This is an optimization exercise on Yosys and OpenROAD, whose aim is small area, a short achievable clock period and few clock cycles per item, not a production implementation.
In this exercise RTL edits were held to simulation tests only and were not proved equivalent to the original.
No driver is modelled on the clock port, so clocking that relies on it looks cheaper here than on a real chip.
Power is estimated from default activity; no workload was simulated.

==> flow/design.v (excerpt) <==
module afu_region_top (
   input  logic                   i_clk,
   input  logic                   i_arst_n,
   input  logic                   i_req,
   input  logic [3-1:0]  i_req_pid,
   input  logic [1:0]             i_req_op,
   input  logic [4-1:0] i_req_addr,
   input  logic [64-1:0] i_req_wdata,
   output logic                   o_ack,
   output logic [64-1:0] o_rsp_rdata,
   output afu_region_pkg::afu_status_e            o_rsp_status
);
Settings: LEC_CHECK=0, CAP_MARGIN=20, CORE_MARGIN=2, CORE_UTILIZATION=80, CTS_CLUSTER_DIAMETER=100, CTS_CLUSTER_SIZE=30, PLACE_DENSITY=0.88, SETUP_SLACK_MARGIN=2.1, SLEW_MARGIN=20, SYNTH_HIERARCHICAL=1; clock period 4.0 ns.
standard.sh (not shown) runs the stock make flow with config.mk's settings and CLKGATE_MAP_FILE= SYNTH_SCRIPT=/design/flow/synth_recipe.tcl, a recipe that flattens the netlist after the stock synthesis.
==> flow/flow/run.sh <==
#!/bin/bash
set -euo pipefail
here=$(cd "$(dirname "${BASH_SOURCE[0]}")" && pwd)
export BUFFER_PORTS_ARGS="-buffer_cell sky130_fd_sc_hd__buf_2"
export POST_CTS_TCL="$here/post_cts.tcl"
bash standard.sh > standard.log 2>&1
==> flow/flow/post_cts.tcl <==
set block [ord::get_db_block]
set clk_net [$block findNet i_clk]
set removed 0
foreach it [$clk_net getITerms] {
  set inst [$it getInst]
  set master [[$inst getMaster] getName]
  if {![string match "sky130_fd_sc_hd__clkbuf_*" $master]} { continue }
  set out_net ""
  foreach oit [$inst getITerms] {
    if {[$oit isOutputSignal]} { set out_net [$oit getNet] }
  }
  if {$out_net eq ""} { continue }
  set loads {}
  set all_bufs 1
  foreach lit [$out_net getITerms] {
    if {[$lit getInst] eq $inst} { continue }
    lappend loads $lit
    if {![string match "sky130_fd_sc_hd__clkbuf_*" [[[$lit getInst] getMaster] getName]]} { set all_bufs 0 }
  }
  set port_pins [expr {[llength [$clk_net getITerms]] - 1 + [llength $loads]}]
  if {!$all_bufs || $port_pins > 4 || [llength [$out_net getBTerms]] > 0} { continue }
  puts "post_cts: removing clock root buffer [$inst getName] ($master), port now drives $port_pins pins"
  foreach lit $loads {
    $lit disconnect
    $lit connect $clk_net
  }
  $it disconnect
  odb::dbInst_destroy $inst
  odb::dbNet_destroy $out_net
  incr removed
  break
}
if {$removed} {
  estimate_parasitics -placement
  report_clock_skew
  report_worst_slack -max
  report_worst_slack -min
}
The baseline went through all stages and came out clean.
Testbench counts at the start, summed over its fixed seeds: cycles 6,400, items 3,200.
Then changed:
==> flow/run.sh (new file) <==
#!/bin/bash
# synth_recipe.tcl (not shown) runs the flow's synth.tcl, then flattens the netlist and writes it again
# the make line also repeats each setting of config.mk as NAME=value (left out here)
make -C /OpenROAD-flow-scripts/flow DESIGN_CONFIG=/design/flow/config.mk WORK_HOME=/design/flow/orfs CLKGATE_MAP_FILE= SYNTH_SCRIPT=/design/flow/synth_recipe.tcl finish
CORE_UTILIZATION = 65   (was 80)
PLACE_DENSITY = 0.75   (was 0.88)
removed: flow/flow/run.sh
removed: flow/flow/post_cts.tcl
removed: flow/standard.sh
Outcome:
- The changed run ran to the end with no violations
- synthesized cell count is unchanged
- clock skew rose by 8.0 ps
- clock power grows by about 1%
Then changed:
==> flow/flow/run.sh (new file) <==
#!/bin/bash
set -euo pipefail
here=$(cd "$(dirname "${BASH_SOURCE[0]}")" && pwd)
export BUFFER_PORTS_ARGS="-buffer_cell sky130_fd_sc_hd__buf_2"
export POST_CTS_TCL="$here/post_cts.tcl"
bash standard.sh > standard.log 2>&1
==> flow/flow/post_cts.tcl (new file) <==
set block [ord::get_db_block]
set clk_net [$block findNet i_clk]
set removed 0
foreach it [$clk_net getITerms] {
  set inst [$it getInst]
  set master [[$inst getMaster] getName]
  if {![string match "sky130_fd_sc_hd__clkbuf_*" $master]} { continue }
  set out_net ""
  foreach oit [$inst getITerms] {
    if {[$oit isOutputSignal]} { set out_net [$oit getNet] }
  }
  if {$out_net eq ""} { continue }
  set loads {}
  set all_bufs 1
  foreach lit [$out_net getITerms] {
    if {[$lit getInst] eq $inst} { continue }
    lappend loads $lit
    if {![string match "sky130_fd_sc_hd__clkbuf_*" [[[$lit getInst] getMaster] getName]]} { set all_bufs 0 }
  }
  set port_pins [expr {[llength [$clk_net getITerms]] - 1 + [llength $loads]}]
  if {!$all_bufs || $port_pins > 4 || [llength [$out_net getBTerms]] > 0} { continue }
  puts "post_cts: removing clock root buffer [$inst getName] ($master), port now drives $port_pins pins"
  foreach lit $loads {
    $lit disconnect
    $lit connect $clk_net
  }
  $it disconnect
  odb::dbInst_destroy $inst
  odb::dbNet_destroy $out_net
  incr removed
  break
}
if {$removed} {
  estimate_parasitics -placement
  report_clock_skew
  report_worst_slack -max
  report_worst_slack -min
}
==> flow/standard.sh (new file) <==
#!/bin/bash
# synth_recipe.tcl (not shown) runs the flow's synth.tcl, then flattens the netlist and writes it again
# the make line also repeats each setting of config.mk as NAME=value (left out here)
make -C /OpenROAD-flow-scripts/flow DESIGN_CONFIG=/design/flow/config.mk WORK_HOME=/design/flow/orfs CLKGATE_MAP_FILE= SYNTH_SCRIPT=/design/flow/synth_recipe.tcl "${@:-finish}"
SETUP_SLACK_MARGIN = 2.15   (was 2.1)
removed: flow/run.sh
=>
- The changed run produced a clean layout
- design area hardly moves
- clock power goes down by about 1%
- first-iteration DRC count rises by 5.0%
- worst setup slack gains 62 ps
- via count grows by 0.97%
- power came out lower by about 0.66%
- clock-buffer cell count goes up by 1
- synthesized cell count does not change
- core utilization increases by 0.16 points
- routed wire length drops by about 0.4%
- non-clock buffer count came out lower by 6
Then changed:
SETUP_SLACK_MARGIN = 2.25   (was 2.15)
Outcome:
- area after synthesis stays the same
- sequential power hardly moves
- routed wire length is higher by roughly a tenth
- global-route usage grows by 0.51 points
- worst hold slack improved by 21 ps
- cell area rose by a few percent
- clock-buffer cell count is unchanged
- setup slack loses 56 ps
- utilization came out higher by 2.2 points
Then changed:
SETUP_SLACK_MARGIN = 2.0   (was 2.25)
- The changed run completed with no timing, DRC or antenna violations
- total power fell slightly
- critical path depth fell by 1
- sequential share of layout area rose by 4.1 points
- sequential power hardly moves
- flip-flop and latch count is unchanged
- routed wire length fell by roughly a tenth
Then changed:
SETUP_SLACK_MARGIN = 2.1   (was 2.0)
What happened:
- sequential cell count does not change
- routed wire length increases by 2.8%
- power stays flat
- worst setup slack improves by 100 ps
- die area is unchanged

[static timing again, ports no longer ideal]
Ports are ideal in the flow. The routed layouts listed here were re-timed in OpenROAD. Step 1 assumes that a clkbuf_16 drives the clock port and a buf_2 every other input. Step 2 also shifts input and output timing later by t, the mid clock arrival at the registers, as if the neighbouring blocks saw the same clock. Three values: ideal ports, drivers, drivers and shift; two values: the first two.
| run | shift t [ns] | slack for setup (ns) | clock arrival spread, ns | worst register clock-pin slew, ns | pins driven straight from the clock port |
|---|---|---|---|---|---|
| the first run | 0.508 | 2.069 / 2.069 / 1.561 | 0.020 / 0.020 | 0.12 / 0.12 | 2 |
| the second run | 0.630 | 2.082 / 2.030 / 1.506 | 0.028 / 0.028 | 0.12 / 0.12 | 1 |
| the third run | 0.513 | 2.144 / 2.161 / 1.653 | 0.031 / 0.030 | 0.12 / 0.12 | 2 |
| the fourth run | 0.511 | 2.088 / 2.089 / 1.578 | 0.027 / 0.026 | 0.11 / 0.11 | 2 |
| the fifth run | 0.510 | 2.020 / 2.015 / 1.505 | 0.019 / 0.020 | 0.12 / 0.12 | 2 |
| the sixth run | 0.510 | 2.122 / 2.143 / 1.641 | 0.024 / 0.024 | 0.11 / 0.11 | 2 |
After both steps every run listed still meets setup and hold. The setup slack of the second run, which loses most, moves by -0.052 ns with the drivers and by -0.576 ns with both steps.
